Background: an optimization exercise with open tools, aiming at small area. Do not read the settings as production practice.
In this exercise RTL edits were held to simulation tests only and were not proved equivalent to the original.
No activity file was given, so power comes from the tool's default toggle rates.

==> design/flow/design.v <==
package core_pkg;
  typedef enum logic [2:0] {
    NO_CSR_OP = 3'd0,
    WRITE_CSR = 3'd1,
    SET_CSR   = 3'd2,
    CLEAR_CSR = 3'd3,
    SYSTEM    = 3'd4
  } csr_op_e;
  typedef logic [4:0] hpm_sel_t;
  localparam logic [11:0] CSR_MCYCLE        = 12'hB00;
  localparam logic [11:0] CSR_MINSTRET      = 12'hB02;
  localparam logic [11:0] CSR_MCYCLEH       = 12'hB80;
  localparam logic [11:0] CSR_MINSTRETH     = 12'hB82;
  localparam logic [11:0] CSR_MCOUNTINHIBIT = 12'h320;
  localparam logic [11:0] CSR_CYCLE         = 12'hC00;
  localparam logic [11:0] CSR_INSTRET       = 12'hC02;
  localparam logic [11:0] CSR_CYCLEH        = 12'hC80;
  localparam logic [11:0] CSR_INSTRETH      = 12'hC82;
  localparam logic [11:0] MHPMCOUNTER3_BASE  = 12'hB03;
  localparam logic [11:0] MHPMCOUNTER3H_BASE = 12'hB83;
  localparam logic [11:0] MHPMEVENT3_BASE    = 12'h323;
  localparam logic [11:0] HPMCOUNTER3_BASE   = 12'hC03;
  localparam logic [11:0] HPMCOUNTER3H_BASE  = 12'hC83;
  function automatic logic [31:0] csr_apply_op(input logic [2:0]  op,
                                               input logic [31:0] old_val,
                                               input logic [31:0] wdata);
    case (op)
      core_pkg::WRITE_CSR: csr_apply_op = wdata;
      core_pkg::SET_CSR:   csr_apply_op = old_val | wdata;
      core_pkg::CLEAR_CSR: csr_apply_op = old_val & ~wdata;
      default:   csr_apply_op = old_val;
    endcase
  endfunction
endpackage
module hpm_counter (
  input  logic        clk,
  input  logic        live,
  input  logic        en,
  input  logic        wr_lo,
  input  logic        wr_hi,
  input  logic        blk_lo,
  input  logic        blk_hi,
  input  logic [31:0] wdata,
  output logic [63:0] store
);
  localparam logic [63:0] ODD = {32{2'b10}};
  logic [63:0] st_q, st_d;
  logic [64:0] cc;      
  logic [63:0] val;     
  logic [4:0]  g;       
  logic        keep_lo, keep_hi, en_lo, en_hi;
  always_comb begin
    en_lo   = en & ~blk_lo;
    en_hi   = en & ~blk_hi;
    val     = st_q ^ ODD;
    g[0]    = 1'b1;
    for (int b = 0; b < 4; b++) g[b+1] = g[b] & (&val[16*b +: 16]);
    keep_lo = ~wr_lo & live;
    keep_hi = ~wr_hi & live;
  end
  assign cc[0]  = en_lo;
  assign cc[16] = en_lo & g[1];
  assign cc[32] = en_hi & g[2];
  assign cc[48] = en_hi & g[3];
  for (genvar i = 0; i < 64; i++) begin : g_bit
    logic co;
    if (i % 16 != 15) begin : g_cc
      assign cc[i+1] = co;
    end
    if (i == 0) begin : g_b0
      assign co = ~(st_q[0] & cc[0]);
      assign st_d[0] = wr_lo ? wdata[0] : (live ? st_q[0] ^ cc[0] : cc[0]);
    end else if (i % 2 == 0) begin : g_e
      hpm_bit_e u_bit (
        .q    (st_q[i]),
        .c    (cc[i]),
        .wr   ((i < 32) ? wr_lo : wr_hi),
        .keep ((i < 32) ? keep_lo : keep_hi),
        .w    (wdata[i % 32]),
        .d    (st_d[i])
      );
      hpm_carry_e u_carry (.q(st_q[i]), .c(cc[i]), .co_n(co));
    end else begin : g_o
      hpm_bit_o u_bit (
        .q_n  (st_q[i]),
        .c_n  (cc[i]),
        .wr   ((i < 32) ? wr_lo : wr_hi),
        .keep ((i < 32) ? keep_lo : keep_hi),
        .w    (wdata[i % 32]),
        .d_n  (st_d[i])
      );
      hpm_carry_o u_carry (.q_n(st_q[i]), .c_n(cc[i]), .co(co));
    end
  end
  always_ff @(posedge clk) st_q <= st_d;
  assign store = st_q;
endmodule
module hpm_bit_e (
  input  logic q,
  input  logic c,
  input  logic wr,
  input  logic keep,
  input  logic w,
  output logic d
);
  assign d = (wr & w) | (keep & (q ^ c));
endmodule
module hpm_bit_o (
  input  logic q_n,
  input  logic c_n,
  input  logic wr,
  input  logic keep,
  input  logic w,
  output logic d_n
);
  assign d_n = ~((wr & w) | (keep & (q_n ^ c_n)));
endmodule
module hpm_carry_e (
  input  logic q,
  input  logic c,
  output logic co_n
);
  assign co_n = ~(q & c);
endmodule
module hpm_carry_o (
  input  logic q_n,
  input  logic c_n,
  output logic co
);
  assign co = ~(q_n | c_n);
endmodule
module csr_counter_unit (
  input  logic        clk,
  input  logic        rst_n,
  input  logic        csr_valid_i,
  input  logic [2:0]  csr_op_i,
  input  logic [11:0] csr_addr_i,
  input  logic [31:0] csr_wdata_i,
  output logic [31:0] csr_rdata_o,
  output logic        csr_hit_o,
  output logic        csr_illegal_o,
  input  logic        retire_i,
  input  logic [7:0]  event_i
);
  localparam int NC = 6;
  logic [4:0]  idx;
  logic [6:0]  grp;
  logic        g_mlo, g_mhi, g_ulo, g_uhi, g_evt, idx_lo, impl, is_wr_op, wr_ok;
  logic        cnt_win, evt_win, inh_addr, hit;
  logic [6:0]  idx_is;
  logic [31:0] rdata, wdata_new;
  logic        live_q;
  logic [63:0] cnt [NC];        
  logic [4:0]  evt_sel_q [4];
  logic [5:0]  inhibit_q;       
  logic [NC-1:0] cnt_en, wr_lo, wr_hi, rsel_lo, rsel_hi;
  logic [3:0]  wr_evt, rsel_evt;
  logic        wr_inh, rsel_inh;
  always_comb begin
    idx      = csr_addr_i[4:0];
    grp      = csr_addr_i[11:5];
    for (int k = 0; k < 7; k++) idx_is[k] = (idx == 5'(k));
    g_mlo    = (grp == 7'h58);
    g_mhi    = (grp == 7'h5C);
    g_ulo    = (grp == 7'h60);
    g_uhi    = (grp == 7'h64);
    g_evt    = (grp == 7'h19);
    cnt_win  = (g_mlo || g_mhi || g_ulo || g_uhi) && !idx_is[1];
    evt_win  = g_evt && (idx >= 5'd3);
    inh_addr = g_evt && idx_is[0];
    impl     = (idx <= 5'd6);
    is_wr_op = !csr_op_i[2] && (csr_op_i[1:0] != 2'b00);
    hit      = cnt_win || evt_win || inh_addr;
    csr_hit_o     = csr_valid_i && hit;
    csr_illegal_o = csr_valid_i && (((cnt_win || evt_win) && !impl) ||
                                    ((g_ulo || g_uhi) && !idx_is[1] && is_wr_op));
    wr_ok    = csr_valid_i && is_wr_op;
    for (int k = 0; k < NC; k++) begin
      idx_lo = idx_is[(k == 0) ? 0 : k + 1];
      wr_lo[k]   = wr_ok && g_mlo && idx_lo;
      wr_hi[k]   = wr_ok && g_mhi && idx_lo;
      rsel_lo[k] = live_q && (g_mlo || g_ulo) && idx_lo;
      rsel_hi[k] = live_q && (g_mhi || g_uhi) && idx_lo;
    end
    for (int k = 0; k < 4; k++) begin
      wr_evt[k]   = wr_ok && g_evt && idx_is[k + 3];
      rsel_evt[k] = live_q && g_evt && idx_is[k + 3];
    end
    wr_inh   = wr_ok && inh_addr;
    rsel_inh = live_q && inh_addr;
  end
  csr_rmux u_rmux (
    .sel_lo  (rsel_lo),
    .sel_hi  (rsel_hi),
    .sel_evt (rsel_evt),
    .sel_inh (rsel_inh),
    .cnt     ({cnt[5], cnt[4], cnt[3], cnt[2], cnt[1], cnt[0]}),
    .evt     ({evt_sel_q[3], evt_sel_q[2], evt_sel_q[1], evt_sel_q[0]}),
    .inh     ({inhibit_q[5:1], 1'b0, inhibit_q[0]}),
    .rdata   (rdata)
  );
  logic op_w1, op_r1;
  assign op_w1 = !(csr_op_i[1] && csr_op_i[0]);     
  assign op_r1 = csr_op_i[1];                        
  for (genvar b = 0; b < 32; b++) begin : g_new
    csr_new_bit u_new (.w(csr_wdata_i[b]), .r(rdata[b]), .w1(op_w1), .r1(op_r1),
                       .y(wdata_new[b]));
  end
  assign csr_rdata_o = rdata;
  logic [7:0] evt_ext;
  assign evt_ext = {event_i[6:0], 1'b0};
  always_comb begin
    cnt_en[0] = !(live_q && inhibit_q[0]);
    cnt_en[1] = retire_i && !(live_q && inhibit_q[1]);
    for (int k = 0; k < 4; k++)
      cnt_en[k+2] = live_q && !inhibit_q[k+2] && !evt_sel_q[k][4] &&
                    (evt_sel_q[k][3] ? (evt_sel_q[k][2:0] == 3'd0) && event_i[7]
                                     : evt_ext[evt_sel_q[k][2:0]]);
  end
  for (genvar k = 0; k < NC; k++) begin : g_cnt
    hpm_counter u_cnt (
      .clk   (clk),
      .live  (live_q),
      .en    (cnt_en[k]),
      .wr_lo (wr_lo[k]),
      .wr_hi (wr_hi[k]),
      .blk_lo(wr_hi[k]),
      .blk_hi(wr_lo[k]),
      .wdata (wdata_new),
      .store (cnt[k])
    );
  end
  always_ff @(posedge clk or negedge rst_n) begin
    if (!rst_n) live_q <= 1'b0;
    else        live_q <= 1'b1;
  end
  logic [4:0] evt_sel_d [4];
  logic [5:0] inhibit_d;
  logic [3:0] keep_evt;
  logic       keep_inh;
  always_comb begin
    for (int k = 0; k < 4; k++) keep_evt[k] = !wr_evt[k] && live_q;
    keep_inh = !wr_inh && live_q;
  end
  for (genvar k = 0; k < 4; k++) begin : g_evts
    for (genvar b = 0; b < 5; b++) begin : g_b
      csr_reg_bit u_d (.wr(wr_evt[k]), .w(wdata_new[b]), .keep(keep_evt[k]),
                       .q(evt_sel_q[k][b]), .d(evt_sel_d[k][b]));
    end
  end
  for (genvar b = 0; b < 6; b++) begin : g_inh
    csr_reg_bit u_d (.wr(wr_inh), .w(wdata_new[(b == 0) ? 0 : b + 1]), .keep(keep_inh),
                     .q(inhibit_q[b]), .d(inhibit_d[b]));
  end
  always_ff @(posedge clk) begin
    for (int k = 0; k < 4; k++) evt_sel_q[k] <= evt_sel_d[k];
    inhibit_q <= inhibit_d;
  end
endmodule
module csr_new_bit (
  input  logic w,
  input  logic r,
  input  logic w1,
  input  logic r1,
  output logic y
);
  assign y = w ? w1 : (r & r1);
endmodule
module csr_reg_bit (
  input  logic wr,
  input  logic w,
  input  logic keep,
  input  logic q,
  output logic d
);
  assign d = (wr & w) | (keep & q);
endmodule
module csr_rmux (
  input  logic [5:0]      sel_lo,
  input  logic [5:0]      sel_hi,
  input  logic [3:0]      sel_evt,
  input  logic            sel_inh,
  input  logic [6*64-1:0] cnt,
  input  logic [19:0]     evt,
  input  logic [6:0]      inh,
  output logic [31:0]     rdata
);
  logic [31:0] xtra;        
  logic [11:0] sel, sel_n;
  always_comb begin
    xtra = '0;
    for (int k = 0; k < 4; k++)
      xtra = xtra | {27'd0, {5{sel_evt[k]}} & evt[5*k +: 5]};
    xtra = xtra | {25'd0, {7{sel_inh}} & inh};
    for (int k = 0; k < 6; k++) begin
      sel[2*k]   = sel_lo[k];
      sel[2*k+1] = sel_hi[k];
    end
    sel_n = ~sel;
  end
  for (genvar b = 0; b < 32; b++) begin : g_bit
    logic [11:0] dat;
    for (genvar k = 0; k < 6; k++) begin : g_k
      assign dat[2*k]   = cnt[64*k + b];
      assign dat[2*k+1] = cnt[64*k + 32 + b];
    end
    if (b % 2 == 1) begin : g_o
      csr_rmux_bitn u_bit (.sel_n(sel_n), .dat_n(dat), .x(xtra[b]), .y(rdata[b]));
    end else if (b < 7) begin : g_x
      csr_rmux_bitx u_bit (.sel(sel), .dat(dat), .x(xtra[b]), .y(rdata[b]));
    end else begin : g_e
      csr_rmux_bit u_bit (.sel(sel), .dat(dat), .y(rdata[b]));
    end
  end
endmodule
module csr_rmux_bit (
  input  logic [11:0] sel,
  input  logic [11:0] dat,
  output logic        y
);
  logic [3:0] t_n;
  for (genvar j = 0; j < 4; j++) begin : g_t
    csr_aoi3 u_t (.s(sel[3*j +: 3]), .d(dat[3*j +: 3]), .y_n(t_n[j]));
  end
  assign y = ~(&t_n);
endmodule
module csr_rmux_bitx (
  input  logic [11:0] sel,
  input  logic [11:0] dat,
  input  logic        x,
  output logic        y
);
  logic [3:0] t_n;
  for (genvar j = 0; j < 4; j++) begin : g_t
    csr_aoi3 u_t (.s(sel[3*j +: 3]), .d(dat[3*j +: 3]), .y_n(t_n[j]));
  end
  assign y = ~(&t_n) | x;
endmodule
module csr_rmux_bitn (
  input  logic [11:0] sel_n,
  input  logic [11:0] dat_n,
  input  logic        x,
  output logic        y
);
  logic [5:0] t;
  for (genvar j = 0; j < 6; j++) begin : g_t
    csr_oai2 u_t (.s_n(sel_n[2*j +: 2]), .d_n(dat_n[2*j +: 2]), .y(t[j]));
  end
  assign y = (|t) | x;
endmodule
module csr_aoi3 (
  input  logic [2:0] s,
  input  logic [2:0] d,
  output logic       y_n
);
  assign y_n = ~(|(s & d));
endmodule
module csr_oai2 (
  input  logic [1:0] s_n,
  input  logic [1:0] d_n,
  output logic       y
);
  assign y = ~((s_n[0] | d_n[0]) & (s_n[1] | d_n[1]));
endmodule
==> design/flow/flow/run.sh <==
#!/bin/bash
set -euo pipefail
here=$(pwd)
{
  echo 'proc abc {args} {'
  echo '  set i [lsearch -exact $args -script]'
  echo "  if {\$i >= 0} { lset args [expr {\$i + 1}] $here/flow/abc_area_delay.script }"
  echo '  yosys abc {*}$args'
  echo '}'
  cat synth_recipe.tcl
} > flow_synth.tcl
export CTS_ARGS="-sink_clustering_enable -repair_clock_nets -dont_use_dummy_load -sink_clustering_size 16 -sink_clustering_max_diameter 60 -buf_list \"sky130_fd_sc_hd__clkbuf_8 sky130_fd_sc_hd__clkbuf_16\""
export BUFFER_PORTS_ARGS="-buffer_cell sky130_fd_sc_hd__buf_1"
export REMOVE_ABC_BUFFERS=1
bash standard.sh SYNTH_SCRIPT="$here/flow_synth.tcl" finish > flow_run.log 2>&1
==> design/flow/flow/abc_area_delay.script <==
&get -n
&st
&dch
&nf
&st
&syn2
&if -g -K 6
&synch2
&nf
&st
&syn2
&if -g -K 6
&synch2
&nf
&st
&syn2
&if -g -K 6
&synch2
&nf
&st
&syn2
&if -g -K 6
&synch2
&nf
&st
&syn2
&if -g -K 6
&synch2
&nf
&put
topo
==> design/flow/standard.sh <==
#!/bin/bash
# synth_recipe.tcl (not shown) runs the flow's synth.tcl, then flattens the netlist and writes it again
# the make line also repeats each setting of config.mk as NAME=value (left out here)
make -C /OpenROAD-flow-scripts/flow DESIGN_CONFIG=/design/flow/config.mk WORK_HOME=/design/flow/orfs CLKGATE_MAP_FILE= SYNTH_SCRIPT=/design/flow/synth_recipe.tcl "${@:-finish}"
==> design/flow/config.mk <==
export PLATFORM = sky130hd
export DESIGN_NAME = csr_counter_unit
export DESIGN_NICKNAME = csr_counter_unit
export VERILOG_FILES = /design/flow/design.v
export SDC_FILE = /design/flow/constraint.sdc
export NUM_CORES = 4
export LEC_CHECK = 0
export CAP_MARGIN = 20
export CORE_MARGIN = 2
export CORE_UTILIZATION = 65
export SLEW_MARGIN = 20
export SYNTH_HIERARCHICAL = 1
==> design/flow/constraint.sdc <==
create_clock -name core_clock -period 6.5 [get_ports {clk}]
set_input_delay 1.3000 -clock core_clock [delete_from_list [all_inputs] [get_ports {clk}]]
set_output_delay 1.3000 -clock core_clock [all_outputs]
set_load 0.01 [all_outputs]
==> results.txt, run 1 <==
Post-synth EDFFs 0; most used routing layer in global routing met2; setup TNS 0 ps; Final Hold Viols 0; Mean Syn Cell Area approximately 9.2 um^2; Routed Antenna Nets 0; f_max about 170 MHz; routed len/inst roughly 25 um; GRT Residual Overflow 0; largest net degree at the start of global routing 35; I/O Buffers 92; Non-Filler Instances between 2000 and 3000; post-CTS sizing 0; Synth Cell Area just over 0.02 mm^2; RSZ-0062 raised after global routing no; initial antenna violation count 0; routed vias/inst 6.98; power per cell area around 200 mW/mm^2; Hold WC Path Type flip-flop to flip-flop; vias in the first global route roughly 18000; Root Driver clkbuf_16; CTS sink count between 400 and 500; H-tree Lvls 2; first-pass GRT wire length between 100 and 150 mm; Cell Rows 64; area of the multi-input gates around 0.012 mm^2; met1 Use GR between 50 and 60%; clk buf depth 3; crit end category output pin; Async SR Flop Fraction less than 1%; Placer Congestion approximately 1; clk slew on worst S/H paths ~70 ps; WS Path Type input pin to output pin; dpl hpwl slightly above 50 mm; highest-count cells in the layout ignoring fill and taps 410 x dfxtp_1, 378 x xor2_1, 305 x nand2_1, 212 x a22o_1, 205 x nor2_1; met2 Use GR 63.8%; worst rel slew slack between 40% and 50%; period utilization between 90% and 100%; Post-CTS Setup Bufs 0; Pleak slightly above 8 nW; die height 180 um; Die Footprint between 0.03 and 0.04 mm^2; nets@finish around 2500; Hold Buf Count CTS 0; filler cell count between 2000 and 2500; Max-Cap Viols 0; Placed Area roughly 0.022 mm^2; ant diodes 0; initial DRC count around 2700; Hold WS between 400 and 500 ps; Worst-Skew Late Latency ~530 ps; status finished clean; Finish-stage setup viols 0; Final Max Slew Viols 0; Worst VDD drop around 0.2 mV; Seq/Total Area, Yosys ~40%; first-pass iteration count of the detailed router 12; via count between 15000 and 20000; total CTS buffers 34; Syn Inst Count roughly 2200; Synth Register Bits roughly 400; I/O Pins 93; final WL between 70 and 80 mm; Post-synth top flop dfxtp_1; GRT Total Usage between 40% and 50%; initial cell density of the core about two thirds; Die Width 180 um; Final Cell Area between 0.02 and 0.025 mm^2; Data required, critical path ~5200 ps; TritonCTS clock tree yes; Final min period between 5000 and 6000 ps; Worst Max-Slew Pin Slew approximately 790 ps; Layout Skew 68.3 ps; placed insts approximately 2800; Distinct cells, synth 36; DR DRC count 0; layout cells sized above 1 between 6 and 7%; commonest non-fill, non-tap cell in the layout dfxtp_1; yosys warns 13; GR Util met3 ~7.0%; Area Growth Syn to Fin 11.9%; CP Max Fanout 17; CP startpoint kind input pin; core region area a little over 0.03 mm^2; Worst Path Arrival about 4600 ps; Register Area about 0.0082 mm^2
-- modules after synthesis, one instance, submodules excluded --
| module | cells inside | copies in the design | cell area (um^2) |
|---|---|---|---|
| csr_rmux_bitn | 3 | 16 | 15.0 |
| hpm_bit_o | 2 | 192 | 16.3 |
| csr_counter_unit | 159 | 1 | 1280 |
| csr_rmux_bitx | 2 | 4 | 12.5 |
| hpm_carry_o | 1 | 168 | 3.75 |
| hpm_carry_e | 1 | 186 | 3.75 |
| csr_oai2 | 1 | 96 | 6.26 |
| csr_rmux_bit | 1 | 12 | 6.26 |
| hpm_counter | 91 | 6 | 1480 |
| csr_new_bit | 3 | 32 | 12.5 |
| csr_aoi3 | 1 | 64 | 10.0 |
| hpm_bit_e | 2 | 186 | 17.5 |
| csr_reg_bit | 1 | 26 | 8.76 |
| csr_rmux | 30 | 1 | 168 |
-- routing by layer --
| layer | vias up | wire length, um |
|---|---|---|
| met5 | - | 0 |
| met4 | 0 | 4310 |
| met3 | 257 | 9070 |
| met2 | 1450 | 30700 |
| met1 | 9133 | 27300 |
| li1 | 8780 | - |
-- kinds of logic after synthesis --
logic type,share of synthesized area (%)
and+or+nand+nor,16.7
AOI/OAI and AO/OA,24.4
DFF,40.7
xor gates and xnor gates,16.4
buffers and inverters,0.426
muxes,0.964
adders and majority gates,0.371
other,0.0556
-- registers in the layout (all words and copies together) (netlist names) --
signal,count
evt_sel_q,20
g_cnt.u_cnt.st_q,384
inhibit_q,6
live_q,1
-- power breakdown --
part           internal (mW)  switching, mW  total [mW]
sequential              2.52        0.00793        2.53
clock                  0.926          0.894        1.82
combinational         0.0660          0.208       0.274
total                   3.51           1.11        4.62
-- metrics by stage --
stage	setup slack, ps	power (mW)	util (%)
floorplan	1000	2.69	-
global placement	447	2.84	71.1
detailed placement	247	2.85	71.1
CTS	766	4.61	73.9
global route	256	4.72	73.9
finish	565	4.62	73.9
-- synthesized netlist by cell type, types with 12 or more instances --
master,number,area share (%)
dfxtp_1,410,41
clkinv_1,23,0.43
nand4b_1,12,0.52
a222oi_1,69,3.4
nor2_1,217,4.0
nand4_1,35,1.1
a22oi_1,198,7.3
or4_1,31,1.1
xor2_1,378,16
nor4_1,28,0.87
nor2b_1,29,0.90
nor3_1,23,0.57
nand2_1,305,5.7
a22o_1,212,9.2
o21ai_0,39,0.96
o22ai_1,96,3.0
-- critical path, stage by stage --
cell,delay (ps)
buf_1,120
or3b_1,410
a21boi_0,360
nand3_1,530
nor2_1,230
buf_4,280
clkinv_1,510
o22ai_1,420
nor3_1,140
nand2_1,160
buf_1,170
-- cell type report --
type | count | area share (%)
Clock buffer | 34 | 3.75
Sequential cell | 411 | 36.3
Multi-Input combinational cell | 1773 | 53.1
Inverter | 23 | 0.381
Timing Repair Buffer | 173 | 4.21
Tap cell | 396 | 2.19
-- final timing paths --
kind | start | to | slack (ps) | depth (start not counted)
max in group asynchronous | rst_n | live_q | 5890 | 1
worst max register to register | live_q | g_cnt[1].u_cnt.st_q[47] | 980 | 22
worst min-delay path | inhibit_q[5] | inhibit_q[5] | 500 | 1
min in group asynchronous | rst_n | live_q | 520 | 1
worst max-delay path | csr_addr_i[10] | csr_rdata_o[11] | 560 | 11
worst min register to register | inhibit_q[5] | inhibit_q[5] | 500 | 1
==> run 2: changes to the inputs <==
--- a/design/flow/flow/run.sh
+++ b/design/flow/flow/run.sh
@@ -11,3 +11,3 @@
 } > flow_synth.tcl
-export CTS_ARGS="-sink_clustering_enable -repair_clock_nets -dont_use_dummy_load -sink_clustering_size 16 -sink_clustering_max_diameter 60 -buf_list \"sky130_fd_sc_hd__clkbuf_8 sky130_fd_sc_hd__clkbuf_16\""
+export CTS_ARGS="-sink_clustering_enable -repair_clock_nets -dont_use_dummy_load -sink_clustering_size 24 -sink_clustering_max_diameter 100 -buf_list sky130_fd_sc_hd__clkbuf_16"
 export BUFFER_PORTS_ARGS="-buffer_cell sky130_fd_sc_hd__buf_1"
==> results.txt, run 2 <==
status finished clean; initial cell density of the core 66.0% (unchanged); Die Footprint 0.0326 mm^2 (unchanged); Distinct cells, synth 36 (unchanged); power per cell area 188 mW/mm^2 (-7.9%); ant diodes 0 (unchanged); core region area 0.0307 mm^2 (unchanged); Post-synth top flop dfxtp_1; commonest cells in the netlist 410 x dfxtp_1, 378 x xor2_1, 305 x nand2_1; main combinational cell family by area after synthesis compound AO/OA/AOI/OAI gates; Pleak 8.13 nW (-1.9%); combinational fraction of design power 6.5% (+0.6 points); Psw 1.03 mW (-7.3%); I/O Buffers 92 (unchanged); via count 19584 (-0.18%); Layout Skew 35.3 ps (-32.9 ps); yosys warns 13 (unchanged); Worst-Skew Late Latency 550 ps (+20 ps); Worst Path Arrival 4620 ps (-20 ps); clk slew on worst S/H paths 90 ps (+20 ps); f_max 169 MHz (+0.28%); GR Util met3 6.71% (-0.24 points); Worst Max-Slew Pin Slew 873 ps (+82.2 ps); first-pass iteration count of the detailed router 10 (-2); Cell Rows 64 (unchanged); power share of the clock group 33.2% (-6.2 points); most used routing layer in global routing met2; Seq/Total Area, Yosys 40.7% (unchanged); DR DRC count 0 (unchanged); Hold Buf Count CTS 0 (unchanged); dpl hpwl 50.7 mm (unchanged); Worst VDD drop 0.170 mV (-17%); XOR/XNOR share of the synthesized area 16.4% (unchanged); Routed Antenna Nets 0 (unchanged); RSZ-0062 raised after global routing no; GRT Total Usage 41.7% (-0.39 points); first-pass GRT wire length 107 mm (-0.82%); Worst Setup SP csr_addr_i[10]; flip-flop count of the largest register after layout 384 (unchanged); WS Path Type input pin to output pin; highest-count cells in the layout ignoring fill and taps 410 x dfxtp_1, 378 x xor2_1, 305 x nand2_1, 212 x a22o_1, 205 x nor2_1; met2 Use GR 62.8% (-1.0 points); internal reg-to-reg setup slack 990 ps (about the same); Regs by FF count g_cnt.u_cnt.st_q: 384 flops, evt_sel_q: 20 flops, inhibit_q: 6 flops; routed vias/inst 7.00 (+0.28%); Final Max Slew Viols 0 (unchanged); nets@finish 2468 (-0.52%); Finish-stage setup viols 0 (unchanged); Internal 3.17 mW (-9.9%); Register Area 0.00823 mm^2 (unchanged); post-CTS sizing 0 (unchanged); Async SR Flop Fraction 0.243% (unchanged); pre-CTS WS 247 ps (unchanged); crit path to csr_rdata_o[15]; area of the multi-input gates 0.0120 mm^2 (unchanged); Area contributors post-synth dfxtp_1 41%, xor2_1 16%, a22o_1 9.2%; mux share of post-synthesis cell area 0.964% (unchanged); Max-Cap Viols 0 (unchanged); worst rel slew slack 41.8% (-5.5 points); fraction of the mapped netlist area in adder cells 0.371% (unchanged); worst r2r dst g_cnt[1].u_cnt.st_q[47]; largest register by flop count g_cnt.u_cnt.st_q; clk buf depth 3 (unchanged); most common cell in the netlist dfxtp_1; Final Hold Viols 0 (unchanged); Mean Syn Cell Area 9.22 um^2 (unchanged); largest net degree at the start of global routing 35 (unchanged); TritonCTS clock tree yes; initial antenna violation count 0 (unchanged); filler cell count 2438 (+2.1%); die height 180 um (unchanged); Placer Congestion 0.993 (unchanged); final worst setup slack 582 ps (+16.7 ps); GRT Residual Overflow 0 (unchanged); Root Driver clkbuf_16; CP Max Fanout 17 (unchanged); largest area contributor in the netlist dfxtp_1; Final min period 5920 ps (-16.7 ps); Hold WC Path Type input pin to async pin; final WL 70.6 mm (-1.1%); period utilization 91.1% (-0.26 points); vias in the first global route 18192 (-1.1%); Area Growth Syn to Fin 10.3%; Pwr Total 4.20 mW (-9.2%); Post-CTS Setup Bufs 0 (unchanged); Synth Register Bits 411 (unchanged); layout cells sized above 1 5.54% (-0.51 points); total CTS buffers 21 (-38%); crit end category output pin; CTS sink count 411 (unchanged); Post-synth EDFFs 0 (unchanged); commonest non-fill, non-tap cell in the layout dfxtp_1; Die Width 180 um (unchanged); Post-Synth Simple-Gate Area 16.7% (unchanged); I/O Pins 93 (unchanged); setup TNS 0 ps (unchanged); routed len/inst 25.3 um (-0.61%); R2R Path Start live_q; Syn Inst Count 2195 (unchanged); met1 Use GR 57.6% (-0.21 points); H-tree Lvls 1 (-1); initial DRC count 3054 (+11%); share of the synthesized area in the top cell type 40.5% (unchanged); Data required, critical path 5200 ps (about the same); switching share of power 24.5% (+0.51 points); Synth Cell Area 0.0202 mm^2 (unchanged); worst r2r path cells 22 (unchanged); Synth Area in Compound Gates 24.4% (unchanged); part of the power in registers 60.3% (+5.6 points); CP startpoint kind input pin
-- run 2: power groups by stage --
stage               clock network (mW)  registers [mW]  logic [mW]
floorplan                            0            2.59       0.109
global placement                     0            2.59       0.257
detailed placement                   0            2.59       0.259
CTS                               1.40            2.53       0.260
global route                      1.48            2.53       0.279
finish                            1.39            2.53       0.273
-- run 2: kinds of logic (layout without fill, tap and decap cells) --
family | Yosys count | in the layout
buffers and inverters | 23 | 217
xor gates and xnor gates | 378 | 378
and+or+nand+nor | 729 | 729
DFF | 411 | 411
other | 3 | 15
adders and majority gates | 6 | 6
muxes | 14 | 14
AOI/OAI and AO/OA | 631 | 631
-- run 2: layout make-up --
type,count,share of cell area (%)
repair buffers,173,4.27
multi-input cells,1773,53.9
clock buffers,21,2.35
well taps,396,2.22
flip-flops and latches,411,36.9
inverters,23,0.386
-- run 2: modules after synthesis (local to each module, per instance) --
module | flip-flops and latches | copies in the design | area (um^2) | cells inside
hpm_carry_o | 0 | 168 | 3.75 | 1
csr_rmux | 0 | 1 | 168 | 30
csr_aoi3 | 0 | 64 | 10.0 | 1
csr_rmux_bitx | 0 | 4 | 12.5 | 2
hpm_carry_e | 0 | 186 | 3.75 | 1
hpm_bit_e | 0 | 186 | 17.5 | 2
csr_counter_unit | 27 | 1 | 1280 | 159
hpm_bit_o | 0 | 192 | 16.3 | 2
csr_rmux_bitn | 0 | 16 | 15.0 | 3
csr_rmux_bit | 0 | 12 | 6.26 | 1
csr_oai2 | 0 | 96 | 6.26 | 1
csr_reg_bit | 0 | 26 | 8.76 | 1
csr_new_bit | 0 | 32 | 12.5 | 3
hpm_counter | 64 | 6 | 1480 | 91
-- run 2: through the flow --
| stage | instance area (um^2) | hold WS [ps] | util, % | instances |
|---|---|---|---|---|
| 3_3_place_gp | 21800 | 481 | 71.1 | 2775 |
| 6_report | 22300 | 499 | 72.8 | 2797 |
| 4_1_cts | 22300 | 493 | 72.8 | 2796 |
| 5_1_grt | 22300 | 490 | 72.8 | 2797 |
| 3_5_place_dp | 21800 | 483 | 71.1 | 2775 |
| 2_1_floorplan | 20300 | 456 | - | 2207 |
-- run 2: worst min path at each step --
stage                    to  slack, ps  depth (start not counted)
2_1_floorplan  inhibit_q[4]        460                          1
3_3_place_gp   inhibit_q[5]        480                          1
3_5_place_dp   inhibit_q[5]        480                          1
4_1_cts              live_q        490                          1
5_1_grt              live_q        490                          1
6_report             live_q        500                          1
-- run 2: routing by layer --
metal / routed length [um] / share of wire (%)
met4: 4490 / 6.3
met2: 30200 / 43
met5: 0 / 0
met1: 27700 / 39
met3: 8210 / 12
-- run 2: critical path, cell delays in order --
cell	delay, ps
buf_1	120
or3b_1	400
a21boi_0	360
nand3_1	520
nor2_1	230
buf_4	280
clkinv_1	500
o22ai_1	410
nor3_1	100
nand2_1	210
buf_1	180
==> run 3: changes to the inputs <==
--- a/design/flow/design.v
+++ b/design/flow/design.v
@@ -306,4 +306,6 @@
     end
-    if (b % 2 == 1) begin : g_o
-      csr_rmux_bitn u_bit (.sel_n(sel_n), .dat_n(dat), .x(xtra[b]), .y(rdata[b]));
+    if (b % 2 == 1 && b < 7) begin : g_ox
+      csr_rmux_bitnx u_bit (.sel_n(sel_n), .dat_n(dat), .x(xtra[b]), .y(rdata[b]));
+    end else if (b % 2 == 1) begin : g_o
+      csr_rmux_bitn u_bit (.sel_n(sel_n), .dat_n(dat), .y(rdata[b]));
     end else if (b < 7) begin : g_x
@@ -340,2 +342,13 @@
   input  logic [11:0] sel_n,
+  input  logic [11:0] dat_n,
+  output logic        y
+);
+  logic [5:0] t;
+  for (genvar j = 0; j < 6; j++) begin : g_t
+    csr_oai2 u_t (.s_n(sel_n[2*j +: 2]), .d_n(dat_n[2*j +: 2]), .y(t[j]));
+  end
+  assign y = |t;
+endmodule
+module csr_rmux_bitnx (
+  input  logic [11:0] sel_n,
   input  logic [11:0] dat_n,
--- a/design/flow/config.mk
+++ b/design/flow/config.mk
@@ -9,3 +9,4 @@
 export CORE_MARGIN = 2
-export CORE_UTILIZATION = 65
+export CORE_UTILIZATION = 78
+export PLACE_DENSITY = 0.86
 export SLEW_MARGIN = 20
==> results.txt, run 3 <==
status finished clean; Hold WC Path Type input pin to async pin; die height 165 um (-8.6%); area of the multi-input gates 0.0120 mm^2 (-0.31%); Worst Max-Slew Pin Slew 1220 ps (+343 ps); largest register by flop count g_cnt.u_cnt.st_q; crit path buf inv count 2 (-2); Synth Register Bits 411 (unchanged); Data required, critical path 6890 ps (+1690 ps); Post-synth top flop dfxtp_1; Die Footprint 0.0272 mm^2 (-16%); commonest non-fill, non-tap cell in the layout dfxtp_1; Synth Area in Compound Gates 24.5% (about the same); total CTS buffers 21 (unchanged); initial cell density of the core 79.9% (+14 points); Root Driver clkbuf_16; critical path's slowest cell or4_1; initial DRC count 3672 (+20%); Mean Syn Cell Area 9.22 um^2 (about the same); mux share of post-synthesis cell area 0.965% (about the same); Routed Antenna Nets 0 (unchanged); Cell Rows 58 (-9.4%); setup TNS 0 ps (unchanged); Max stage delay on crit path 580 ps (+60 ps); commonest cells in the netlist 410 x dfxtp_1, 378 x xor2_1, 305 x nand2_1; highest-count cells in the layout ignoring fill and taps 410 x dfxtp_1, 378 x xor2_1, 305 x nand2_1, 218 x nor2_1, 212 x a22o_1; XOR/XNOR share of the synthesized area 16.4% (about the same); Final Cell Area 0.0221 mm^2 (-1.1%); Final Max Slew Viols 0 (unchanged); GRT Residual Overflow 0 (unchanged); largest area contributor in the netlist dfxtp_1; first-pass iteration count of the detailed router 10 (unchanged); routed vias/inst 7.50 (+7.1%); Placed Area 0.0216 mm^2 (-1.1%); dpl hpwl 48.6 mm (-4.1%); Final Hold Viols 0 (unchanged); Area contributors post-synth dfxtp_1 41%, xor2_1 16%, a22o_1 9.2%; Placer Congestion 1.07 (+8.2%); main combinational cell family by area after synthesis compound AO/OA/AOI/OAI gates; vias in the first global route 19071 (+4.8%); CTS sink count 411 (unchanged); crit end category flip-flop; Regs by FF count g_cnt.u_cnt.st_q: 384 flops, evt_sel_q: 20 flops, inhibit_q: 6 flops; flip-flop count of the largest register after layout 384 (unchanged); initial antenna violation count 0 (unchanged); Hold WS 511 ps (+11.5 ps); Seq/Total Area, Yosys 40.7% (about the same); DR DRC count 0 (unchanged); Synth Cell Area 0.0202 mm^2 (about the same); Pleak 8.06 nW (-0.88%); I/O Pins 93 (unchanged); first-pass GRT wire length 104 mm (-2.0%); Layout Skew 57.5 ps (+22.2 ps); core region area 0.0253 mm^2 (-17%); Crit path max-delay family simple AND/OR/NAND/NOR gates; Syn Inst Count 2194 (-0.046%); Final min period 5990 ps (+76.5 ps); Die Width 165 um (-8.6%); share of the synthesized area in the top cell type 40.6% (about the same); Post-Synth Simple-Gate Area 16.7% (-0.064 points); Worst-Skew Late Latency 560 ps (about the same); filler cell count 1374 (-44%); power per cell area 187 mW/mm^2 (-0.27%); Worst VDD drop 0.311 mV (+83%); final worst setup slack 505 ps (-76.5 ps); routed len/inst 25.6 um (+1.5%); TritonCTS clock tree yes; RSZ-0062 raised after global routing no; clk slew on worst S/H paths 100 ps (about the same); Worst Path Arrival 6380 ps (+1760 ps); post-CTS sizing 0 (unchanged); Post-CTS Setup Bufs 0 (unchanged); fraction of the mapped netlist area in adder cells 0.371% (about the same); Register Area 0.00823 mm^2 (unchanged); I/O Buffers 92 (unchanged); Async SR Flop Fraction 0.243% (unchanged); Max-Cap Viols 0 (unchanged); f_max 167 MHz (-1.3%); worst rel slew slack 18.4% (-23 points); yosys warns 13 (unchanged); via count 20258 (+3.4%); layout cells sized above 1 5.02% (-0.52 points); CP startpoint kind input pin; Hold Buf Count CTS 0 (unchanged); Finish-stage setup viols 0 (unchanged); Area Growth Syn to Fin 9.28%; pre-CTS WS 255 ps (+8.53 ps); most common cell in the netlist dfxtp_1; Distinct cells, synth 36 (unchanged); ant diodes 0 (unchanged); largest net degree at the start of global routing 35 (unchanged); WS Path Type input pin to flip-flop; CP Max Fanout 6 (-11); H-tree Lvls 1 (unchanged); nets@finish 2439 (-1.2%); clk buf depth 3 (unchanged); final WL 69.3 mm (-1.9%); Post-synth EDFFs 0 (unchanged); period utilization 92.2% (+1.2 points); GRT Total Usage 49.5% (+7.8 points)
[run 3: layout make-up]
type | count | area share (%)
repair buffers | 157 | 3.79
multi-input cells | 1760 | 54.3
inverters | 23 | 0.391
well taps | 330 | 1.87
flip-flops and latches | 411 | 37.3
clock buffers | 21 | 2.38
[run 3: layer usage]
| layer | global-route usage (%) | share of wire, % |
|---|---|---|
| met5 | 0 | 0 |
| met4 | 36.2 | 9.1 |
| met3 | 15.6 | 15 |
| met2 | 71.8 | 41 |
| met1 | 61.8 | 35 |
[run 3: worst paths after layout]
check	from	endpoint	slack, ps	cells after the start
worst min register to register	evt_sel_q[0][4]	evt_sel_q[0][4]	520	1
worst max-delay path	csr_op_i[1]	g_cnt[4].u_cnt.st_q[47]	510	26
max in group asynchronous	rst_n	live_q	5890	1
min in group core_clock	evt_sel_q[0][4]	evt_sel_q[0][4]	520	1
worst min-delay path	rst_n	live_q	510	1
worst max register to register	evt_sel_q[1][2]	g_cnt[3].u_cnt.st_q[63]	980	24
[run 3: metrics by stage]
| step | util, % | std cells | power [mW] |
|---|---|---|---|
| after global routing | 87.3 | 2702 | 4.22 |
| after CTS | 87.2 | 2702 | 4.11 |
| final | 87.3 | 2702 | 4.14 |
| after floorplan | - | 2194 | 2.68 |
| after detailed placement | 85.2 | 2681 | 2.80 |
| after global placement | 85.0 | 2680 | 2.79 |
[run 3: power breakdown]
part / total (mW) / leakage, nW / switching [mW] / internal, mW
combinational: 0.228 / 4.48 / 0.173 / 0.0554
clock: 1.38 / 0.259 / 0.802 / 0.579
sequential: 2.53 / 3.32 / 0.00855 / 2.52
total: 4.14 / 8.06 / 0.984 / 3.16
[run 3: logic make-up after synthesis]
kind of cell | count (synthesis)
compound gates | 631
buf+inv | 23
flops | 411
simple gates | 729
mux | 14
fa+ha+maj | 6
xor+xnor | 378
other cells | 2
[run 3: worst reg2reg max path, cell delays in order, from the launching register on]
cell and delay (ps):
dfxtp_1 460, mux2_1 180, nand2_1 50, a221o_1 310, a21oi_1 440, nand4b_1 170, or4_1 570, nor4_1 490
nand2_1 170, nor2_1 230, nand2_1 140, nor2_1 250, nand2_1 150, nor2_1 190, nand2_1 100, nor2_1 250
nand2_1 130, nor2_1 190, nand2_1 120, nor2_1 190, nand2_1 110, nor2_1 180, nand2_1 90, xor2_1 160
a22oi_1 140
[run 3: per-module statistics from Yosys, one instance, submodules excluded, excerpt]
module            cells  flip-flops and latches  times used  area (um^2)
csr_rmux_bitx         2                       0           4         12.5
csr_rmux_bit          1                       0          12         6.26
csr_rmux_bitnx        3                       0           3         15.0
csr_aoi3              1                       0          64         10.0
csr_counter_unit    159                      27           1         1280
hpm_bit_e             2                       0         186         17.5
csr_new_bit           3                       0          32         12.5
==> run 4: changes to the inputs <==
--- a/design/flow/config.mk
+++ b/design/flow/config.mk
@@ -7,7 +7,6 @@
 export LEC_CHECK = 0
-export CAP_MARGIN = 20
+export CAP_MARGIN = 0
 export CORE_MARGIN = 2
-export CORE_UTILIZATION = 78
-export PLACE_DENSITY = 0.86
-export SLEW_MARGIN = 20
+export CORE_UTILIZATION = 65
+export SLEW_MARGIN = 0
 export SYNTH_HIERARCHICAL = 1
==> results.txt, run 4 <==
most common cell in the netlist dfxtp_1; Post-synth top flop dfxtp_1; CTS sink count 411 (unchanged); layout cells sized above 1 5.14% (+0.12 points); Cell Rows 64 (+10%); Worst-Skew Late Latency 560 ps (about the same); TritonCTS clock tree yes; Async SR Flop Fraction 0.243% (unchanged); Seq/Total Area, Yosys 40.7% (unchanged); Post-synth EDFFs 0 (unchanged); highest-count cells in the layout ignoring fill and taps 410 x dfxtp_1, 378 x xor2_1, 305 x nand2_1, 218 x nor2_1, 212 x a22o_1; final WL 66.7 mm (-3.7%); routed vias/inst 6.92 (-7.8%); combinational fraction of design power 5.4% (about the same); CP startpoint kind input pin; flip-flop count of the largest register after layout 384 (unchanged); post-CTS sizing 0 (unchanged); crit end category flip-flop; initial antenna violation count 0 (unchanged); Hold WC Path Type input pin to async pin; yosys warns 13 (unchanged); largest net degree at the start of global routing 35 (unchanged); Max-Cap Viols 0 (unchanged); dpl hpwl 49.0 mm (+0.84%); Final Hold Viols 0 (unchanged); GRT Total Usage 39.6% (-9.9 points); Area Growth Syn to Fin 9.68%; share of the synthesized area in the top cell type 40.6% (unchanged); Final min period 5800 ps (-195 ps); core region area 0.0306 mm^2 (+21%); Worst VDD drop 0.250 mV (-20%); setup TNS 0 ps (unchanged); ant diodes 0 (unchanged); first-pass iteration count of the detailed router 6 (-4); commonest cells in the netlist 410 x dfxtp_1, 378 x xor2_1, 305 x nand2_1; filler cell count 2495 (+82%); part of the power in registers 61.0% (about the same); Post-CTS Setup Bufs 0 (unchanged); GRT Residual Overflow 0 (unchanged); Die Footprint 0.0325 mm^2 (+19%); Pwr Total 4.15 mW (+0.18%); period utilization 89.2% (-3.0 points); I/O Pins 93 (unchanged); initial cell density of the core 66.1% (-14 points); RSZ-0062 raised after global routing no; internal reg-to-reg setup slack 920 ps (-60 ps); power share of the clock group 33.6% (+0.2 points); Mean Syn Cell Area 9.22 um^2 (unchanged); nets@finish 2442 (+0.12%); switching share of power 23.9% (+0.16 points); Root Driver clkbuf_16; Worst Max-Slew Pin Slew 1340 ps (+127 ps); pre-CTS WS 345 ps (+89.4 ps); Distinct cells, synth 36 (unchanged); commonest non-fill, non-tap cell in the layout dfxtp_1; Regs by FF count g_cnt.u_cnt.st_q: 384 flops, evt_sel_q: 20 flops, inhibit_q: 6 flops; Pleak 8.06 nW (about the same); Die Width 180 um (+9.3%); largest register by flop count g_cnt.u_cnt.st_q; total CTS buffers 21 (unchanged); worst rel slew slack 10.1% (-8.3 points); f_max 172 MHz (+3.4%); DR DRC count 0 (unchanged); Layout Skew 59.2 ps (+1.69 ps); WS Path Type input pin to flip-flop; status finished clean; clk buf depth 3 (unchanged); Synth Cell Area 0.0202 mm^2 (unchanged); Internal 3.16 mW (about the same); worst r2r dst g_cnt[2].u_cnt.st_q[47]; Routed Antenna Nets 0 (unchanged); first-pass GRT wire length 103 mm (-1.4%); Placer Congestion 1.04 (-3.5%); routed len/inst 24.1 um (-6.1%); Psw 0.992 mW (+0.85%); Final Max Slew Viols 0 (unchanged); Syn Inst Count 2194 (unchanged); final worst setup slack 700 ps (+195 ps); I/O Buffers 92 (unchanged); Area contributors post-synth dfxtp_1 41%, xor2_1 16%, a22o_1 9.2%; R2R Path Start live_q; Data required, critical path 6990 ps (+100 ps); Hold Buf Count CTS 0 (unchanged); power per cell area 187 mW/mm^2 (-0.18%); largest area contributor in the netlist dfxtp_1; CP Max Fanout 4 (-2); Finish-stage setup viols 0 (unchanged); Synth Register Bits 411 (unchanged); initial DRC count 2655 (-28%); vias in the first global route 17944 (-5.9%); Worst Path Arrival 6290 ps (-90 ps); via count 19162 (-5.4%); worst r2r path cells 22 (-8.3%); die height 180 um (+9.3%); H-tree Lvls 1 (unchanged); clk slew on worst S/H paths 100 ps (about the same)
-- run 4: cell counts after synthesis --
Identical to the previous run, type by type.
-- run 4: stage by stage --
step | instances | hold WS [ps] | cell area [um^2] | utilization, %
2_1_floorplan | 2194 | 456 | 20200 | -
3_3_place_gp | 2750 | 493 | 21700 | 70.8
3_5_place_dp | 2750 | 488 | 21700 | 70.8
4_1_cts | 2771 | 500 | 22200 | 72.5
5_1_grt | 2771 | 502 | 22200 | 72.5
6_report | 2771 | 512 | 22200 | 72.5
-- run 4: critical path, stage by stage --
cell and delay [ps]:
buf_1 140, mux2_1 160, nand2_1 50, a221o_1 320, a21oi_1 560, nand4b_1 180
or4_1 590, nor3_1 420, nand2_1 160, nor2_1 200, nand2_1 130, nor2_1 200
nand2_1 110, nor2_1 190, nand2_1 110, nor2_1 200, nand2_1 120, nor2_1 180
nand2_1 100, nor2_1 190, nand2_1 120, nor2_1 170, nand2_1 80, xor2_1 160
a22oi_1 140
-- run 4: modules after synthesis, one instance, submodules excluded, a selection --
module	cells inside	flops+latches	area (um^2)
csr_rmux_bitn	3	0	13.8
csr_aoi3	1	0	10.0
csr_rmux_bit	1	0	6.26
hpm_bit_e	2	0	17.5
csr_oai2	1	0	6.26
csr_rmux_bitnx	3	0	15.0
csr_rmux	29	0	164
csr_counter_unit	159	27	1280
csr_rmux_bitx	2	0	12.5
-- run 4: worst max-delay path by stage --
| stage | slack [ps] | to | startpoint |
|---|---|---|---|
| 2_1_floorplan | 1000 | g_cnt[2].u_cnt.st_q[63] | csr_op_i[0] |
| 3_3_place_gp | 400 | g_cnt[2].u_cnt.st_q[47] | event_i[2] |
| 3_5_place_dp | 340 | g_cnt[2].u_cnt.st_q[47] | event_i[2] |
| 4_1_cts | 850 | g_cnt[3].u_cnt.st_q[63] | event_i[4] |
| 5_1_grt | 250 | g_cnt[3].u_cnt.st_q[63] | event_i[4] |
| 6_report | 700 | g_cnt[2].u_cnt.st_q[47] | event_i[2] |
-- run 4: final cells by class --
cell class,count,area [um^2],share of cell area [%]
clock buffers,21,526,2.37
multi-input cells,1760,12000,54.0
well taps,396,495,2.23
inverters,23,86.3,0.389
flip-flops and latches,411,8230,37.1
repair buffers,160,857,3.86
-- run 4: cells by family (layout without fill, tap and decap cells) --
logic type,after synthesis,after routing,synth area share [%]
and+or+nand+nor,729,729,16.7
AOI/OAI and AO/OA,631,631,24.5
DFF,411,411,40.7
xor gates and xnor gates,378,378,16.4
buffers and inverters,23,204,0.427
muxes,14,14,0.965
adders and majority gates,6,6,0.371
other,2,2,0.0371
-- run 4: routing by layer --
| metal | vias up | GRT usage [%] | part of all wire [%] |
|---|---|---|---|
| met4 | 0 | 18.6 | 5.4 |
| met3 | 197 | 8.19 | 11 |
| met2 | 1251 | 59.5 | 43 |
| met1 | 9028 | 54.8 | 41 |
| met5 | - | 0 | 0 |
| li1 | 8686 | - | - |
-- run 4: power groups by stage --
stage	combinational (mW)	clock, mW	sequential, mW
floorplan	0.0956	0	2.59
global placement	0.210	0	2.59
detailed placement	0.214	0	2.59
CTS	0.215	1.40	2.53
global route	0.232	1.48	2.53
finish	0.223	1.39	2.53
==> run 5: changes to the inputs <==
--- a/design/flow/config.mk
+++ b/design/flow/config.mk
@@ -7,6 +7,6 @@
 export LEC_CHECK = 0
-export CAP_MARGIN = 0
+export CAP_MARGIN = 5
 export CORE_MARGIN = 2
 export CORE_UTILIZATION = 65
-export SLEW_MARGIN = 0
+export SLEW_MARGIN = 5
 export SYNTH_HIERARCHICAL = 1
==> results.txt, run 5 <==
status finished clean; DR DRC count 0 (unchanged); Psw 0.992 mW (unchanged); Post-CTS Setup Bufs 0 (unchanged); GRT Residual Overflow 0 (unchanged); Root Driver clkbuf_16; Seq/Total Area, Yosys 40.7% (unchanged); Final Max Slew Viols 0 (unchanged); Mean Syn Cell Area 9.22 um^2 (unchanged); vias in the first global route 17944 (unchanged); part of the power in registers 61.0% (about the same); setup TNS 0 ps (unchanged); I/O Buffers 92 (unchanged); Cell Rows 64 (unchanged); Non-Filler Instances 2771 (unchanged); Layout Skew 59.2 ps (unchanged); Final Hold Viols 0 (unchanged); initial cell density of the core 66.1% (unchanged); TritonCTS clock tree yes; filler cell count 2495 (unchanged); Area Growth Syn to Fin 9.68% (unchanged); clk buf depth 3 (unchanged); power per cell area 187 mW/mm^2 (unchanged); clk slew on worst S/H paths 100 ps (about the same); Die Width 180 um (unchanged); final worst setup slack 700 ps (unchanged); most used routing layer in global routing met2; Hold WC Path Type input pin to async pin; routed len/inst 24.1 um (unchanged); pre-CTS WS 345 ps (unchanged); Data required, critical path 6990 ps (about the same); crit end category flip-flop; Finish-stage setup viols 0 (unchanged); Placer Congestion 1.04 (unchanged); Hold WS 512 ps (unchanged); Distinct cells, synth 36 (unchanged); critical path's slowest cell or4_1; Max stage delay on crit path 590 ps (about the same); Syn Inst Count 2194 (unchanged); met1 Use GR 54.8% (unchanged); CP Max Fanout 4 (unchanged); dpl hpwl 49.0 mm (unchanged); Area contributors post-synth dfxtp_1 41%, xor2_1 16%, a22o_1 9.2%; flip-flop count of the largest register after layout 384 (unchanged); Routed Antenna Nets 0 (unchanged); period utilization 89.2% (unchanged); Pleak 8.06 nW (unchanged); via count 19162 (unchanged); total CTS buffers 21 (unchanged); Worst VDD drop 0.250 mV (unchanged); Hold Buf Count CTS 0 (unchanged); Die Footprint 0.0325 mm^2 (unchanged); GRT Total Usage 39.6% (unchanged); Async SR Flop Fraction 0.243% (unchanged); Worst-Skew Late Latency 560 ps (about the same); highest-count cells in the layout ignoring fill and taps 410 x dfxtp_1, 378 x xor2_1, 305 x nand2_1, 218 x nor2_1, 212 x a22o_1; largest register by flop count g_cnt.u_cnt.st_q; Internal 3.16 mW (unchanged); yosys warns 13 (unchanged); ant diodes 0 (unchanged); routed vias/inst 6.92 (unchanged); post-CTS sizing 0 (unchanged); CTS sink count 411 (unchanged); RSZ-0062 raised after global routing no; power share of the clock group 33.6% (about the same); share of the synthesized area in the top cell type 40.6% (unchanged); most common cell in the netlist dfxtp_1; Regs by FF count g_cnt.u_cnt.st_q: 384 flops, evt_sel_q: 20 flops, inhibit_q: 6 flops; combinational fraction of design power 5.4% (about the same); initial antenna violation count 0 (unchanged); final WL 66.7 mm (unchanged); met2 Use GR 59.5% (unchanged); Synth Register Bits 411 (unchanged); first-pass iteration count of the detailed router 6 (unchanged); CP startpoint kind input pin; commonest cells in the netlist 410 x dfxtp_1, 378 x xor2_1, 305 x nand2_1; switching share of power 23.9% (unchanged); first-pass GRT wire length 103 mm (unchanged); largest net degree at the start of global routing 35 (unchanged); Worst Path Arrival 6290 ps (about the same); commonest non-fill, non-tap cell in the layout dfxtp_1; core region area 0.0306 mm^2 (unchanged); CP most frequent cell nand2_1; H-tree Lvls 1 (unchanged); placed insts 2750 (unchanged); Post-synth EDFFs 0 (unchanged); largest area contributor in the netlist dfxtp_1; initial DRC count 2655 (unchanged); layout cells sized above 1 5.14% (unchanged); Final min period 5800 ps (unchanged); die height 180 um (unchanged); worst rel slew slack 10.1% (unchanged); Worst Max-Slew Pin Slew 1340 ps (unchanged); WS Path Type input pin to flip-flop; Post-synth top flop dfxtp_1; Max-Cap Viols 0 (unchanged); nets@finish 2442 (unchanged); I/O Pins 93 (unchanged); GR Util met3 8.19% (unchanged); f_max 172 MHz (unchanged); Synth Cell Area 0.0202 mm^2 (unchanged)
run 5: cell counts after synthesis:
No cell type changed its count.
run 5: final cells by class:
class | instances | area, um^2 | share of cell area [%]
clock buffer | 21 | 526 | 2.37
sequential | 411 | 8230 | 37.1
timing repair buffer | 160 | 857 | 3.86
multi-input combinational | 1760 | 12000 | 54.0
tap | 396 | 495 | 2.23
inverter | 23 | 86.3 | 0.389
run 5: worst paths after layout:
path | depth (start not counted) | slack (ps) | startpoint | to
max in group asynchronous | 1 | 5890 | rst_n | live_q
min in group core_clock | 1 | 510 | evt_sel_q[3][4] | evt_sel_q[3][4]
worst max-delay path | 25 | 700 | event_i[2] | g_cnt[2].u_cnt.st_q[47]
worst max register to register | 22 | 920 | live_q | g_cnt[2].u_cnt.st_q[47]
worst min register to register | 1 | 510 | evt_sel_q[3][4] | evt_sel_q[3][4]
worst min-delay path | 1 | 510 | rst_n | live_q
run 5: routing by layer:
metal | share of wire [%] | vias to the layer above
met4 | 5.4 | 0
met3 | 11 | 197
met2 | 43 | 1251
met1 | 41 | 9028
li1 | - | 8686
met5 | 0 | -
run 5: through the flow:
step	util [%]	power, mW	area [um^2]
2_1_floorplan	-	2.68	20200
3_3_place_gp	70.8	2.80	21700
3_5_place_dp	70.8	2.80	21700
4_1_cts	72.5	4.14	22200
5_1_grt	72.5	4.24	22200
6_report	72.5	4.15	22200
run 5: cell families (layout without fill, tap and decap cells):
family,after synthesis,in the layout,synth area share [%]
simple gates,729,729,16.7
compound gates,631,631,24.5
other cells,2,2,0.0371
xor+xnor,378,378,16.4
mux,14,14,0.965
fa+ha+maj,6,6,0.371
buf+inv,23,204,0.427
flops,411,411,40.7
run 5: Yosys stat by module, one instance, submodules excluded, a selection:
module / cell area (um^2) / cells inside / flip-flops and latches
csr_rmux_bitx: 12.5 / 2 / 0
hpm_carry_e: 3.75 / 1 / 0
csr_aoi3: 10.0 / 1 / 0
csr_rmux_bitnx: 15.0 / 3 / 0
csr_rmux_bitn: 13.8 / 3 / 0
hpm_bit_o: 16.3 / 2 / 0
csr_reg_bit: 8.76 / 1 / 0
csr_rmux_bit: 6.26 / 1 / 0
csr_new_bit: 12.5 / 3 / 0
csr_oai2: 6.26 / 1 / 0
run 5: worst max-delay path: cells and delay by family:
family | cells | cell delay, ps
xor+xnor | 1 | 160
compound gates | 3 | 1020
mux | 1 | 160
buf+inv | 1 | 140
simple gates | 19 | 3500
run 5: power by group through the flow:
stage / logic (mW) / clock network, mW / registers, mW
6_report: 0.223 / 1.39 / 2.53
3_3_place_gp: 0.210 / 0 / 2.59
4_1_cts: 0.215 / 1.40 / 2.53
3_5_place_dp: 0.214 / 0 / 2.59
2_1_floorplan: 0.0956 / 0 / 2.59
5_1_grt: 0.232 / 1.48 / 2.53
==> run 6: changes to the inputs <==
--- a/design/flow/flow/run.sh
+++ b/design/flow/flow/run.sh
@@ -11,3 +11,3 @@
 } > flow_synth.tcl
-export CTS_ARGS="-sink_clustering_enable -repair_clock_nets -dont_use_dummy_load -sink_clustering_size 24 -sink_clustering_max_diameter 100 -buf_list sky130_fd_sc_hd__clkbuf_16"
+export CTS_ARGS="-sink_clustering_enable -repair_clock_nets -dont_use_dummy_load -sink_clustering_size 27 -sink_clustering_max_diameter 100 -buf_list sky130_fd_sc_hd__clkbuf_16"
 export BUFFER_PORTS_ARGS="-buffer_cell sky130_fd_sc_hd__buf_1"
==> results.txt, run 6 <==
most common cell in the netlist dfxtp_1; Final Max Slew Viols 0 (unchanged); most used routing layer in global routing met2; dpl hpwl 49.0 mm (unchanged); combinational fraction of design power 5.4% (about the same); routed len/inst 24.1 um (+0.23%); Async SR Flop Fraction 0.243% (unchanged); period utilization 89.7% (+0.48 points); commonest non-fill, non-tap cell in the layout dfxtp_1; final WL 66.8 mm (+0.15%); Pleak 8.03 nW (-0.31%); worst rel slew slack 8.84% (-1.2 points); Post-synth top flop dfxtp_1; Synth Register Bits 411 (unchanged); layout cells sized above 1 5.06% (-0.080 points); Internal 3.10 mW (-1.6%); largest net degree at the start of global routing 35 (unchanged); total CTS buffers 19 (-9.5%); status finished clean; yosys warns 13 (unchanged); Routed Antenna Nets 0 (unchanged); Placer Congestion 1.04 (unchanged); core region area 0.0306 mm^2 (unchanged); first-pass GRT wire length 103 mm (-0.12%); met1 Use GR 55.4% (+0.62 points); Final Hold Viols 0 (unchanged); Worst VDD drop 0.184 mV (-27%); Die Width 180 um (unchanged); commonest cells in the netlist 410 x dfxtp_1, 378 x xor2_1, 305 x nand2_1; power per cell area 185 mW/mm^2 (-1.2%); Placed Area 0.0217 mm^2 (unchanged); Final Util 72.4% (-0.16 points); share of the synthesized area in the top cell type 40.6% (unchanged); ant diodes 0 (unchanged); met2 Use GR 59.5% (about the same); pre-CTS WS 345 ps (unchanged); Final min period 5830 ps (+31.3 ps); power share of the clock group 32.6% (-1.0 points); CP most frequent cell nand2_1; final worst setup slack 669 ps (-31.3 ps); Regs by FF count g_cnt.u_cnt.st_q: 384 flops, evt_sel_q: 20 flops, inhibit_q: 6 flops; vias in the first global route 17919 (-0.14%); Worst Path Arrival 6320 ps (+30 ps); CP startpoint kind input pin; critical path's slowest cell or4_1; GRT Residual Overflow 0 (unchanged); die height 180 um (unchanged); Worst Max-Slew Pin Slew 1360 ps (+18.4 ps); Syn Inst Count 2194 (unchanged); initial DRC count 2680 (+0.94%); RSZ-0062 raised after global routing no; CTS sink count 411 (unchanged); Final Cell Area 0.0221 mm^2 (-0.23%); Mean Syn Cell Area 9.22 um^2 (unchanged); TritonCTS clock tree yes; Hold Buf Count CTS 0 (unchanged); Seq/Total Area, Yosys 40.7% (unchanged); via count 19218 (+0.29%); GR Util met3 7.15% (-1.0 points); part of the power in registers 62.0% (+1.0 points); Area Growth Syn to Fin 9.43%; post-CTS sizing 0 (unchanged); CP Max Fanout 4 (unchanged); Die Footprint 0.0325 mm^2 (unchanged); first-pass iteration count of the detailed router 9 (+3); initial antenna violation count 0 (unchanged); Area contributors post-synth dfxtp_1 41%, xor2_1 16%, a22o_1 9.2%; Psw 0.982 mW (-0.99%); Post-synth EDFFs 0 (unchanged); Post-CTS Setup Bufs 0 (unchanged); Synth Cell Area 0.0202 mm^2 (unchanged); Finish-stage setup viols 0 (unchanged); Max stage delay on crit path 580 ps (about the same); f_max 172 MHz (-0.54%); GRT Total Usage 39.6% (-0.062 points); Layout Skew 57.5 ps (-1.75 ps); Hold WC Path Type input pin to async pin; filler cell count 2493 (-0.080%); H-tree Lvls 1 (unchanged); Worst-Skew Late Latency 560 ps (about the same); largest register by flop count g_cnt.u_cnt.st_q; flip-flop count of the largest register after layout 384 (unchanged); Cell Rows 64 (unchanged); initial cell density of the core 66.1% (unchanged); I/O Buffers 92 (unchanged); clk slew on worst S/H paths 100 ps (about the same); WS Path Type input pin to flip-flop; routed vias/inst 6.94 (+0.36%); Max-Cap Viols 0 (unchanged); DR DRC count 0 (unchanged); crit end category flip-flop; switching share of power 24.0% (+0.11 points); clk buf depth 3 (unchanged); Distinct cells, synth 36 (unchanged); largest area contributor in the netlist dfxtp_1; highest-count cells in the layout ignoring fill and taps 410 x dfxtp_1, 378 x xor2_1, 305 x nand2_1, 218 x nor2_1, 212 x a22o_1; Data required, critical path 6990 ps (about the same); I/O Pins 93 (unchanged); nets@finish 2440 (-0.082%); setup TNS 0 ps (unchanged); Root Driver clkbuf_16
==> run 6: cell types whose count changed in the layout (fill, tap and decap cells not counted), sizes merged <==
cell	before	now
clkbuf	22	20
==> run 6: layout make-up <==
cell class	count	area [um^2]	share of cell area, %
Timing Repair Buffer	160	857	3.87
Sequential cell	411	8230	37.2
Inverter	23	86.3	0.390
Clock buffer	19	475	2.15
Multi-Input combinational cell	1760	12000	54.2
Tap cell	396	495	2.24
==> run 6: critical path: cells and delay by family <==
family,cells,cell delay (ps)
buf+inv,1,140
compound gates,3,990
simple gates,19,3560
xor+xnor,1,160
mux,1,160
==> run 6: cell families (layout without fill, tap and decap cells) <==
logic type	Yosys count	count (layout)	share of synthesized area (%)
and+or+nand+nor	729	729	16.7
buffers and inverters	23	202	0.427
adders and majority gates	6	6	0.371
muxes	14	14	0.965
other	2	2	0.0371
xor gates and xnor gates	378	378	16.4
AOI/OAI and AO/OA	631	631	24.5
DFF	411	411	40.7
==> run 6: per-stage QoR <==
| step | hold WS (ps) | cells | power (mW) |
|---|---|---|---|
| after floorplan | 456 | 2194 | 2.68 |
| after global placement | 493 | 2750 | 2.80 |
| after detailed placement | 488 | 2750 | 2.80 |
| after CTS | 506 | 2769 | 4.07 |
| after global routing | 502 | 2769 | 4.18 |
| final | 517 | 2769 | 4.09 |
==> run 6: routing by layer <==
layer  up-vias  wire length (um)
li1       8689                 -
met1      9079             27200
met2      1249             28500
met3       201              7510
met4         0              3630
met5         -                 0
==> run 6: power by group through the flow <==
stage / sequential (mW) / clock, mW / combinational [mW]
after CTS: 2.53 / 1.33 / 0.215
after global routing: 2.53 / 1.41 / 0.232
after detailed placement: 2.59 / 0 / 0.214
after global placement: 2.59 / 0 / 0.210
after floorplan: 2.59 / 0 / 0.0956
final: 2.53 / 1.33 / 0.222
==> run 6: final timing paths <==
check | end | cells past startpoint | start | slack [ps]
setup / recovery | g_cnt[2].u_cnt.st_q[47] | 25 | event_i[2] | 670
hold / removal | live_q | 1 | rst_n | 520
setup reg to reg | g_cnt[2].u_cnt.st_q[47] | 22 | live_q | 900
hold reg to reg | evt_sel_q[3][4] | 1 | evt_sel_q[3][4] | 520
max in group asynchronous | live_q | 1 | rst_n | 5890
min in group core_clock | evt_sel_q[3][4] | 1 | evt_sel_q[3][4] | 520
==> run 6: Yosys stat by module, one instance, submodules excluded, a selection <==
module | cell area, um^2 | cells inside
csr_rmux_bitx | 12.5 | 2
csr_counter_unit | 1280 | 159
csr_rmux | 164 | 29
csr_oai2 | 6.26 | 1
csr_aoi3 | 10.0 | 1
hpm_carry_e | 3.75 | 1
csr_rmux_bitnx | 15.0 | 3
csr_new_bit | 12.5 | 3
csr_rmux_bit | 6.26 | 1
csr_rmux_bitn | 13.8 | 3
hpm_bit_o | 16.3 | 2
hpm_carry_o | 3.75 | 1

==> what the ideal ports hide <==
The results above use ideal ports. As a check the final layouts listed here were re-extracted and re-timed, cells and wires unchanged.
Step 1, drivers: a clkbuf_16 drives clk and a buf_2 each remaining input, both assumed.
Step 2 adds t to the input delays and takes it off the output delays; t is the mean of the earliest and latest rising clock arrival at the registers after step 1. Input paths then give back, and output paths get back, about the clock's delay inside the block.
Three values: no drivers, after step 1, after step 2; two values: the first two.
| run | shift t [ns] | slack for setup (ns) | worst hold slack (ns) | slew at the worst register clock pin (ns) |
|---|---|---|---|---|
| run 1 | 0.553 | 0.565 / 0.541 / 0.114 | 0.500 / 0.486 / 0.500 | 0.07 / 0.07 |
| run 2 | 0.584 | 0.582 / 0.557 / 0.098 | 0.499 / 0.467 / 0.509 | 0.10 / 0.10 |
| run 3 | 0.581 | 0.505 / 0.494 / -0.046 | 0.511 / 0.490 / 0.524 | 0.10 / 0.10 |
| run 4 | 0.588 | 0.700 / 0.716 / 0.143 | 0.512 / 0.481 / 0.514 | 0.10 / 0.10 |
| run 5 | 0.588 | 0.700 / 0.716 / 0.143 | 0.512 / 0.481 / 0.514 | 0.10 / 0.10 |
| run 6 | 0.587 | 0.669 / 0.698 / 0.112 | 0.517 / 0.488 / 0.517 | 0.11 / 0.11 |
Met with ideal ports but missed after step 2: setup timing in run 3.
